From an optimization exercise on the open Yosys and OpenROAD flow, aimed at small area and a short achievable clock period; shortcuts taken in it are not production practice.
Function not checked in this run: the RTL went through the layout flow alone.
Power is estimated from default activity; no workload was simulated.

$ cat design/flow/design.v
`timescale 1ns/1ps
module rvExecSlice (
    input  logic        clk,
    input  logic        rstN,
    input  logic        instValid,
    input  logic [31:0] instWord,
    input  logic [31:0] pc,
    input  logic [31:0] rs1Data,
    input  logic [31:0] rs2Data,
    output logic        resValid,
    output logic [4:0]  resRd,
    output logic        resRegWrite,
    output logic [31:0] resWbValue,
    output logic        resMemRead,
    output logic        resMemWrite,
    output logic [31:0] resMemAddr,
    output logic [1:0]  resMemSize,
    output logic        resBranchTaken,
    output logic [31:0] resNextPc,
    output logic        resHalt
);
    function automatic logic [31:0] rev32(input logic [31:0] v);
        for (int i = 0; i < 32; i++) rev32[i] = v[31-i];
    endfunction
    logic [6:0] opc0;
    logic [2:0] f30;
    logic       alt0;
    logic       isOp0, isOpI0, isLoad0, isStore0, isBr0, isJal0, isJalr0, isLui0, isAuipc0;
    logic       isAlu0, sub0, sll0;
    logic [31:0] immI0, immS0, immJ0, immU0, bSel0;
    logic [3:0] cls0;
    assign opc0     = instWord[6:0];
    assign f30      = instWord[14:12];
    assign alt0     = (instWord[31:25] == 7'h20);
    assign isOp0    = (opc0 == 7'b0110011);
    assign isOpI0   = (opc0 == 7'b0010011);
    assign isLoad0  = (opc0 == 7'b0000011);
    assign isStore0 = (opc0 == 7'b0100011);
    assign isBr0    = (opc0 == 7'b1100011);
    assign isJal0   = (opc0 == 7'b1101111);
    assign isJalr0  = (opc0 == 7'b1100111);
    assign isLui0   = (opc0 == 7'b0110111);
    assign isAuipc0 = (opc0 == 7'b0010111);
    assign isAlu0   = isOp0 | isOpI0;
    assign sub0 = isBr0 | (isAlu0 & f30[2:1] == 2'b01) | (isOp0 & f30 == 3'b000 & alt0);
    assign sll0 = isAlu0 & (f30 == 3'b001);
    assign immI0 = {{20{instWord[31]}}, instWord[31:20]};
    assign immS0 = {{20{instWord[31]}}, instWord[31:25], instWord[11:7]};
    assign immJ0 = {{12{instWord[31]}}, instWord[19:12], instWord[20], instWord[30:21], 1'b0};
    assign immU0 = {instWord[31:12], 12'b0};
    assign bSel0 = ({32{isOpI0 | isLoad0 | isJalr0}} & immI0) |
                   ({32{isStore0}} & immS0) |
                   ({32{isJal0}} & immJ0) |
                   ({32{isAuipc0}} & immU0) |
                   ({32{!(isOpI0 | isLoad0 | isJalr0 | isStore0 | isJal0 | isAuipc0)}} & rs2Data);
    logic [11:0] tLo0;
    assign tLo0 = {1'b0, pc[12:2]} +
                  {1'b0, instWord[31], instWord[7], instWord[30:25], instWord[11:9]};
    logic selSum0, selTgt0, selSh0, selP0, selG0;
    assign selTgt0 = isBr0;
    assign selSum0 = !(isAlu0 | isBr0) | (isAlu0 & f30 == 3'b000);
    assign selSh0  = isAlu0 & (f30[1:0] == 2'b01);
    assign selP0   = isAlu0 & f30[2] & ~f30[0];
    assign selG0   = isAlu0 & (f30[2:1] == 2'b11);
    always_comb begin
        if      (isOp0)    cls0 = 4'd1;
        else if (isOpI0)   cls0 = 4'd2;
        else if (isLoad0)  cls0 = 4'd3;
        else if (isStore0) cls0 = 4'd4;
        else if (isBr0)    cls0 = 4'd5;
        else if (isJal0)   cls0 = 4'd6;
        else if (isJalr0)  cls0 = 4'd7;
        else if (isLui0)   cls0 = 4'd8;
        else if (isAuipc0) cls0 = 4'd9;
        else               cls0 = 4'd0;
    end
    logic        v1;
    logic [31:0] a1, b1;
    logic        sub1;
    logic [3:0]  cls1;
    logic [31:7] iw1;
    logic [31:2] pc1;
    logic [4:0]  sa1;
    logic        selSum1, selTgt1, selSh1, selG1, selP1;
    always_ff @(posedge clk or negedge rstN)
        if (!rstN) v1 <= 1'b0;
        else       v1 <= instValid;
    always_ff @(posedge clk) begin
        a1   <= (isJal0 | isAuipc0) ? {pc[31:2], 2'b00} : sll0 ? rev32(rs1Data) : rs1Data;
        b1   <= bSel0 ^ {32{sub0}};
        sub1 <= sub0;
        sa1  <= bSel0[4:0];    
        cls1 <= cls0;
        iw1  <= isBr0 ? {instWord[31], tLo0, instWord[18:7]} : instWord[31:7];
        selSum1 <= selSum0;
        selTgt1 <= selTgt0;
        selSh1  <= selSh0;
        selP1   <= selP0;
        selG1   <= selG0;
        pc1  <= pc[31:2];
    end
    logic [2:0]  f31;
    logic        alt1;
    logic        isOp1, isOpI1, isLoad1, isStore1, isBr1, isJal1, isJalr1, isLui1, isAuipc1, isAlu1;
    logic [33:0] sumC1;
    logic [31:0] sum1, x1, sh1, tgt1;
    logic        cout1, eq1, lt1, ltu1, cmp1;
    logic        fill1;
    assign f31      = iw1[14:12];
    assign alt1     = (iw1[31:25] == 7'h20);
    assign isOp1    = (cls1 == 4'd1);
    assign isOpI1   = (cls1 == 4'd2);
    assign isLoad1  = (cls1 == 4'd3);
    assign isStore1 = (cls1 == 4'd4);
    assign isBr1    = (cls1 == 4'd5);
    assign isJal1   = (cls1 == 4'd6);
    assign isJalr1  = (cls1 == 4'd7);
    assign isLui1   = (cls1 == 4'd8);
    assign isAuipc1 = (cls1 == 4'd9);
    assign isAlu1   = isOp1 | isOpI1;
    assign sumC1 = {1'b0, a1, 1'b1} + {1'b0, b1, sub1};  
    assign sum1  = sumC1[32:1];
    assign cout1 = sumC1[33];
    assign x1    = a1 ^ b1;
    assign eq1   = &x1;                                   
    assign ltu1  = ~cout1;
    assign lt1   = (a1[31] == b1[31]) ? a1[31] : sum1[31];
    assign cmp1  = (isBr1 ? f31[1] : f31[0]) ? ltu1 : lt1;
    assign fill1 = f31[2] & alt1 & a1[31];
    assign sh1   = 32'($signed({fill1, a1}) >>> {sa1[4:3], 3'b000});
    logic [31:13] tHi1;
    assign tHi1 = pc1[31:13] + {{18{iw1[31] & ~iw1[30]}}, iw1[31] ^ iw1[30]};
    assign tgt1 = {tHi1, iw1[29:19], iw1[8], 1'b0};
    logic slt1;
    assign slt1    = isAlu1 & (f31[2:1] == 2'b01);
    logic [31:0] alu1;
    assign alu1 = ({32{selSum1}} & sum1) |
                  ({32{selTgt1}} & tgt1) |
                  ({32{selSh1}}  & sh1) |
                  ({32{selP1}}   & x1) |
                  ({32{selG1}}   & (a1 & b1));
    logic        illegal1, regWr1;
    always_comb begin
        illegal1 = 1'b0;
        regWr1   = 1'b1;
        if (isOp1)
            illegal1 = (iw1[31:25] != 7'h00) && !(alt1 && (f31 == 3'b000 || f31 == 3'b101));
        else if (isOpI1)
            illegal1 = (f31 == 3'b001 || f31 == 3'b101) && (iw1[31:25] != 7'h00) &&
                       !(f31 == 3'b101 && alt1);
        else if (isLoad1)
            illegal1 = (f31 == 3'b011 || f31[2:1] == 2'b11);
        else if (isStore1) begin
            regWr1   = 1'b0;
            illegal1 = (f31[2] || f31[1:0] == 2'b11);
        end else if (isBr1) begin
            regWr1   = 1'b0;
            illegal1 = (f31[2:1] == 2'b01);
        end else if (!(isJal1 | isJalr1 | isLui1 | isAuipc1)) begin
            regWr1   = 1'b0;
            illegal1 = 1'b1;
        end
    end
    logic        v2;
    logic [31:0] a2;
    logic [31:2] pc42;
    logic [31:12] hi2;
    logic [4:0]  rd2;
    logic [2:0]  sh2;
    logic        fill2, sll2;
    logic        eq2, cmp2, slt2, isJ2, isJalr2, isBr2, isLui2;
    logic        memRd2, memWr2, illegal2, regWr2;
    always_ff @(posedge clk or negedge rstN)
        if (!rstN) v2 <= 1'b0;
        else       v2 <= v1;
    always_ff @(posedge clk) begin
        a2       <= alu1;
        pc42     <= {pc1[31:3] + {28'b0, pc1[2]}, ~pc1[2]};    
        hi2      <= iw1[31:12];
        rd2      <= iw1[11:7];
        sh2      <= selSh1 ? sa1[2:0] : 3'd0;
        fill2    <= fill1;
        sll2     <= selSh1 & ~f31[2];
        eq2      <= eq1;
        cmp2     <= cmp1;
        slt2     <= slt1;
        isJ2     <= isJal1 | isJalr1;
        isJalr2  <= isJalr1;
        isBr2    <= isBr1;
        isLui2   <= isLui1;
        memRd2   <= isLoad1;
        memWr2   <= isStore1;
        illegal2 <= illegal1;
        regWr2   <= regWr1;
    end
    logic [31:0] aS2, aR2, aF2, jt2, pc4F2, npc2, wb2;
    logic        taken2, cond2, sizeHalt2, pcHalt2, halt2;
    logic [2:0]  f32;
    logic [1:0]  size2;
    assign f32 = hi2[14:12];
    assign size2 = !(memRd2 | memWr2)                        ? 2'd0 :
                   (f32[1:0] == 2'b01 && (memRd2 || !f32[2])) ? 2'd1 :
                   (f32 == 3'b010)                            ? 2'd2 : 2'd0;
    always_comb begin
        case (f32)
            3'b000:  cond2 = eq2;
            3'b001:  cond2 = ~eq2;
            3'b100, 3'b110: cond2 = cmp2;
            3'b101, 3'b111: cond2 = ~cmp2;
            default: cond2 = 1'b0;
        endcase
    end
    assign aS2    = 32'($signed({fill2, a2}) >>> sh2);
    assign aR2    = sll2 ? rev32(aS2) : aS2;
    assign aF2    = {aR2[31:1], aR2[0] | (slt2 & cmp2)};
    assign taken2 = isJ2 | (isBr2 & cond2);
    assign jt2    = {a2[31:1], a2[0] & ~isJalr2};      
    assign pc4F2  = {pc42, 2'b00};
    assign npc2   = taken2 ? jt2 : pc4F2;
    assign sizeHalt2 = (memRd2 || memWr2) &&
                       ((size2 == 2'd1 && a2[0]) || (size2 == 2'd2 && a2[1:0] != 2'b00));  
    assign pcHalt2   = taken2 && (jt2[1:0] != 2'b00);
    assign halt2     = illegal2 || sizeHalt2 || pcHalt2;
    always_comb begin
        if (memRd2)      wb2 = 32'b0;           
        else if (isJ2)   wb2 = pc4F2;           
        else if (isLui2) wb2 = {hi2, 12'b0};
        else             wb2 = aF2;
    end
    logic v3;
    always_ff @(posedge clk or negedge rstN)
        if (!rstN) v3 <= 1'b0;
        else       v3 <= v2;
    always_ff @(posedge clk) begin
        resRd          <= rd2;
        resRegWrite    <= regWr2 && !halt2;
        resWbValue     <= wb2;
        resMemRead     <= memRd2;
        resMemWrite    <= memWr2;
        resMemAddr     <= aF2;
        resMemSize     <= size2;
        resBranchTaken <= taken2;
        resNextPc      <= npc2;
        resHalt        <= halt2;
    end
    assign resValid = v3;
endmodule
$ cat design/flow/flow/run.sh
#!/bin/bash
# Standard ORFS layout with these changes:
#  - input ports are buffered with buf_1, output ports with buf_2 (after global
#    placement, flow/outbuf.tcl), instead of the default delay buffer
#  - the ABC area recipe (ABC_AREA=1) is replaced by flow/abc_area.script
#  - adders get flow/lcu_mixed2.v as their carry network (Kogge-Stone for the
#    wide ones, Brent-Kung for the narrow ones) instead of ORFS's Kogge-Stone
#  The last two only change the mapping of combinational logic; the registers
#  are those of the standard synthesis.
set -e
rm -rf scripts_abc
cp -r "$FLOW_HOME/scripts" scripts_abc
cp flow/abc_area.script scripts_abc/abc_area.script
bash standard.sh SCRIPTS_DIR="$PWD/scripts_abc" \
    "SYNTH_OPERATIONS_ARGS=-extra-map $PWD/flow/lcu_mixed2.v" \
    BUFFER_PORTS_ARGS="-inputs -buffer_cell sky130_fd_sc_hd__buf_1" \
    POST_GLOBAL_PLACE_TCL="$PWD/flow/outbuf.tcl" finish > standard.log 2>&1
$ cat design/flow/flow/abc_area.script
strash
dch
map -B 0.5
topo
stime -c
buffer -c
upsize -c
dnsize -c
$ cat design/flow/flow/lcu_mixed2.v
// Carry network for Yosys $lcu cells, picked by width: Brent-Kung (Yosys's
// default, about half the cells) for the 29-bit pc + 4, which has time to
// spare, Kogge-Stone (as ORFS maps it) for the others, which are on critical
// paths (the 34-bit ALU adder and the two halves of the branch target)
(* techmap_celltype = "$lcu" *)
module _80_lcu_mixed (P, G, CI, CO);
	parameter WIDTH = 2;

	(* force_downto *)
	input [WIDTH-1:0] P, G;
	input CI;

	(* force_downto *)
	output [WIDTH-1:0] CO;

	integer i, j;
	(* force_downto *)
	reg [WIDTH-1:0] p, g;

	wire [1023:0] _TECHMAP_DO_ = "proc; opt -fast";

	always @* begin
		p = P;
		g = G;

		// in almost all cases CI will be constant zero
		g[0] = g[0] | (p[0] & CI);

		if (WIDTH > 29 || WIDTH < 24) begin
			// Kogge-Stone
			for (i = 0; i < $clog2(WIDTH); i = i + 1) begin
				for (j = WIDTH - 1; j >= 2**i; j = j - 1) begin
					g[j] = g[j] | p[j] & g[j - 2**i];
					p[j] = p[j] & p[j - 2**i];
				end
			end
		end else begin
			// Brent-Kung: main tree
			for (i = 1; i <= $clog2(WIDTH); i = i + 1) begin
				for (j = 2**i - 1; j < WIDTH; j = j + 2**i) begin
					g[j] = g[j] | p[j] & g[j - 2**(i-1)];
					p[j] = p[j] & p[j - 2**(i-1)];
				end
			end
			// inverse tree
			for (i = $clog2(WIDTH); i > 0; i = i - 1) begin
				for (j = 2**i + 2**(i-1) - 1; j < WIDTH; j = j + 2**i) begin
					g[j] = g[j] | p[j] & g[j - 2**(i-1)];
					p[j] = p[j] & p[j - 2**(i-1)];
				end
			end
		end
	end

	assign CO = g;
endmodule
$ cat design/flow/flow/outbuf.tcl
# outputs get buf_2 port buffers; the inputs got buf_1 ones before global placement
buffer_ports -outputs -buffer_cell sky130_fd_sc_hd__buf_2
estimate_parasitics -placement
$ cat design/flow/standard.sh
#!/bin/bash
# synth_recipe.tcl (not shown) runs the flow's synth.tcl, then flattens the netlist and writes it again
# the make line also repeats each setting of config.mk as NAME=value (left out here)
make -C /OpenROAD-flow-scripts/flow DESIGN_CONFIG=/design/flow/config.mk WORK_HOME=/design/flow/orfs CLKGATE_MAP_FILE= SYNTH_SCRIPT=/design/flow/synth_recipe.tcl "${@:-finish}"
$ cat design/flow/config.mk
export PLATFORM = sky130hd
export DESIGN_NAME = rvExecSlice
export DESIGN_NICKNAME = rvExecSlice
export VERILOG_FILES = /design/flow/design.v
export SDC_FILE = /design/flow/constraint.sdc
export NUM_CORES = 4
export LEC_CHECK = 0
export ABC_AREA = 1
export CAP_MARGIN = 20
export CORE_MARGIN = 2
export CORE_UTILIZATION = 40
export CTS_BUF_LIST = sky130_fd_sc_hd__clkbuf_16
export CTS_CLUSTER_DIAMETER = 80
export CTS_CLUSTER_SIZE = 24
export SETUP_SLACK_MARGIN = 2.8
export SLEW_MARGIN = 20
$ cat design/flow/constraint.sdc
create_clock -name core_clock -period 5.0 [get_ports {clk}]
set_input_delay 1.0000 -clock core_clock [delete_from_list [all_inputs] [get_ports {clk}]]
set_output_delay 1.0000 -clock core_clock [all_outputs]
set_load 0.01 [all_outputs]
==> results.txt <==
## per-stage QoR
| stage | utilization | area (um2) | worst slack [ns] |
|---|---|---|---|
| CTS | 0.475 | 20500 | 2.68 |
| detailed placement | 0.441 | 19100 | 1.74 |
| global placement | 0.429 | 18600 | 1.80 |
| global route | 0.495 | 21400 | 2.63 |
| finish | 0.495 | 21400 | 2.72 |
| floorplan | - | 17700 | 2.62 |
## where the power goes
group | internal (W) | switching (W)
Sequential | 0.00308 | 0.000204
Clock | 0.000901 | 0.00109
Combinational | 0.000603 | 0.00120
## worst max-delay path: stages (launching register included)
cell,delay [ns]
dfxtp_1,0.63
inv_1,0.15
nand2_4,0.10
nand2_2,0.07
inv_2,0.07
ha_4,0.12
a21o_1,0.16
nand2_4,0.10
o21bai_4,0.23
buf_4,0.16
a21oi_2,0.08
a21oi_2,0.12
nand3_2,0.15
## synth_stat cells (11+ instances only)
master and n:
nand2_1 754, o21ai_1 33, nor4_1 12, o211ai_1 18, nor3_1 23, dfxtp_1 345, buf_6 13, ha_1 63
inv_2 12, o21ai_0 214, buf_2 22, nand3_1 161, inv_1 205, o21a_1 11, a21oi_1 221, nor2_1 148
nand4_1 42, clkbuf_1 57, xor2_1 23
## registers in the layout, summed over array words and instances, names as in the netlist, 3 cells and up
| name | flops |
|---|---|
| cls1 | 4 |
| pc1 | 30 |
| pc42 | 30 |
| resNextPc | 32 |
| hi2 | 20 |
| resRd | 5 |
| rd2 | 5 |
| iw1 | 25 |
| sh2 | 3 |
| b1 | 32 |
| a1 | 32 |
| a2 | 32 |
| resMemAddr | 32 |
| resWbValue | 32 |
| sa1 | 5 |
## logic make-up after synthesis
logic type / count (synthesis) / share of synthesized area
XOR/XNOR: 30 / 0.0149
adder cells (fa/ha/maj): 65 / 0.0471
multiplexers: 6 / 0.00341
AND/OR/NAND/NOR: 1191 / 0.287
buffers and inverters: 322 / 0.0769
flip-flops: 348 / 0.397
AO/OA/AOI/OAI: 560 / 0.174
## repair_timing
item / CTS / global route
pin swaps: 13 / 44
endpoints found under the setup margin: 183 / 123
setup buffers: 26 / 27
resized for setup: 144 / 187
gates cloned: 3 / 1
## per-layer routing
layer  wire [um]  vias up  global-route usage
met5          24        -                   0
met4        4130        4               0.159
met3        4980      162              0.0412
met2       35200      765               0.543
met1       33000     8678               0.432
li1            -     8826                   -
## worst paths after layout
kind	start	endpoint	slack (ns)	cells after the start
worst max-delay path	pc1[14]	a2[17]	2.72	12
worst min-delay path	rstN	v2	0.22	1
worst max register to register	pc1[14]	a2[17]	2.72	12
worst min register to register	iw1[9]	rd2[2]	0.33	0
max in group asynchronous	rstN	v3	4.64	1
min in group core_clock	iw1[9]	rd2[2]	0.33	0
## area by class of cell
cell class | count | area (um2)
fillers | 4349 | 21900
multi-input cells | 1852 | 10300
flip-flops and latches | 348 | 7010
repair buffers | 310 | 1690
inverters | 221 | 877
well taps | 585 | 732
clock buffers | 23 | 576
clock inverters | 14 | 176
repair inverters | 4 | 30.0
==> flow_summary.ini <==
[logic_synthesis]
synth_area_leaders = dfxtp_1, nand2_1, a21oi_1, o21ai_0, nand3_1
synth_top_area_cell = dfxtp_1
synthCells = 2522
synth_top_area_frac = 0.393
syn_area_mm2 = 0.0176
netlist-cell-type-count = 59
synth.net_count = 2718
ys_seq_area_frac = 0.397
async_reset_ff_frac = 0.00862
yosysWarnings = 1
synthFlopType = dfxtp_1
synth.avg_cell_area_um2 = 6.98
synth-seq-cells = 348
synth-edff-count = 0

[cts]
ctsRootBufferMaster = clkbuf_16
cts_sinks = 348
postCtsHoldBufs = 0
cts_buffers = 23
cts_tree = built
htree_num_levels = 1
clkLatencyLatePin_ns = 0.57
cts_buffer_depth = 3
clk_pin_slew_ns = 0.09

[final_layout]
final_cell_mix = nand2_1, dfxtp_1, inv_1
nNetsFinal = 2956
antenna_cells = 0
syn2layout_area_growth_pct = 21.7
drive_above_1_share = 0.184
finalNonFillerCells = 3357
final_common_cell = nand2_1

[placed_design]
port_buffers = 237
dp_cells = 3263
hpwlAfterDp_um = 61600

[sta]
period_minus_slack_ns = 2.28
clock_skew_ns = 0.0188
drv_slew = 0
slew_headroom = 0.394
tns_ns = 0
tightestPinTransition_ns = 0.900
hold_viol = 0
max_freq_mhz = 439
finalCritPeriodShare = 0.456
rsz0062_at_grt = true
setup_viol = 0
holdWs_ns = 0.217

[pwr]
p_per_area_mw_per_mm2 = 331
power_w = 0.00708
vdd.ir_drop.worst_mv = 0.283
p_leak_nw = 9.81

[hold_path]
min_path_type = in -> async

[detailed_routing]
drt-initial-drc-count = 1559
routed_wl_um = 77300
routedWlPerCell_um = 23.0
antenna_left = 0
avgViaCountPerCell = 5.49
drc_errors = 0
vias = 18400
first_pass_iters = 5

[critical_path]
path_max_fanout = 6
cp-end-kind = register
startpoint_type = register
required_ns = 5.42
path_class = reg -> reg
arrival_ns = 2.70

[global_route]
grt_pass1_vias = 17200
antenna_found_initial = 2
grt_start_max_net_pins = 46
grt_usage = 0.331
grt_pass1_wl_um = 110000
grt-ovfl-total = 0

[outcome]
outcome = no timing/DRC/antenna violations

[floorplanning]
start_util = 0.407
core_mm2 = 0.0433
fp.dieW_um = 214
fp.dieH_um = 214
dieArea_mm2 = 0.0457
io_pins = 240
rows = 76

[run]
maxCapViolCount = 0

re-timing with driven ports:
How much do the figures lean on ideal ports? The routed layout below was timed once more, with nothing changed but the port constraints.
Step 1: set_driving_cell puts a clkbuf_16 on clk and a buf_2 on each other input, an assumption about the parent block.
Step 2 times the ports against the registers' clock, not the clock port: input delays grow and output delays shrink by t, the midpoint of the rising clock arrivals with the driver on.
a / b / c = ideal ports / drivers / drivers and shift; a / b = the first two.
t, ns: 0.616
setup slack, ns: 2.721 / 2.721 / 2.167
clock arrival spread, ns: 0.021 / 0.020
After both steps this run still meets setup and hold. For this run, drivers alone change the setup slack by 0.000 ns; drivers and shift together by -0.554 ns.
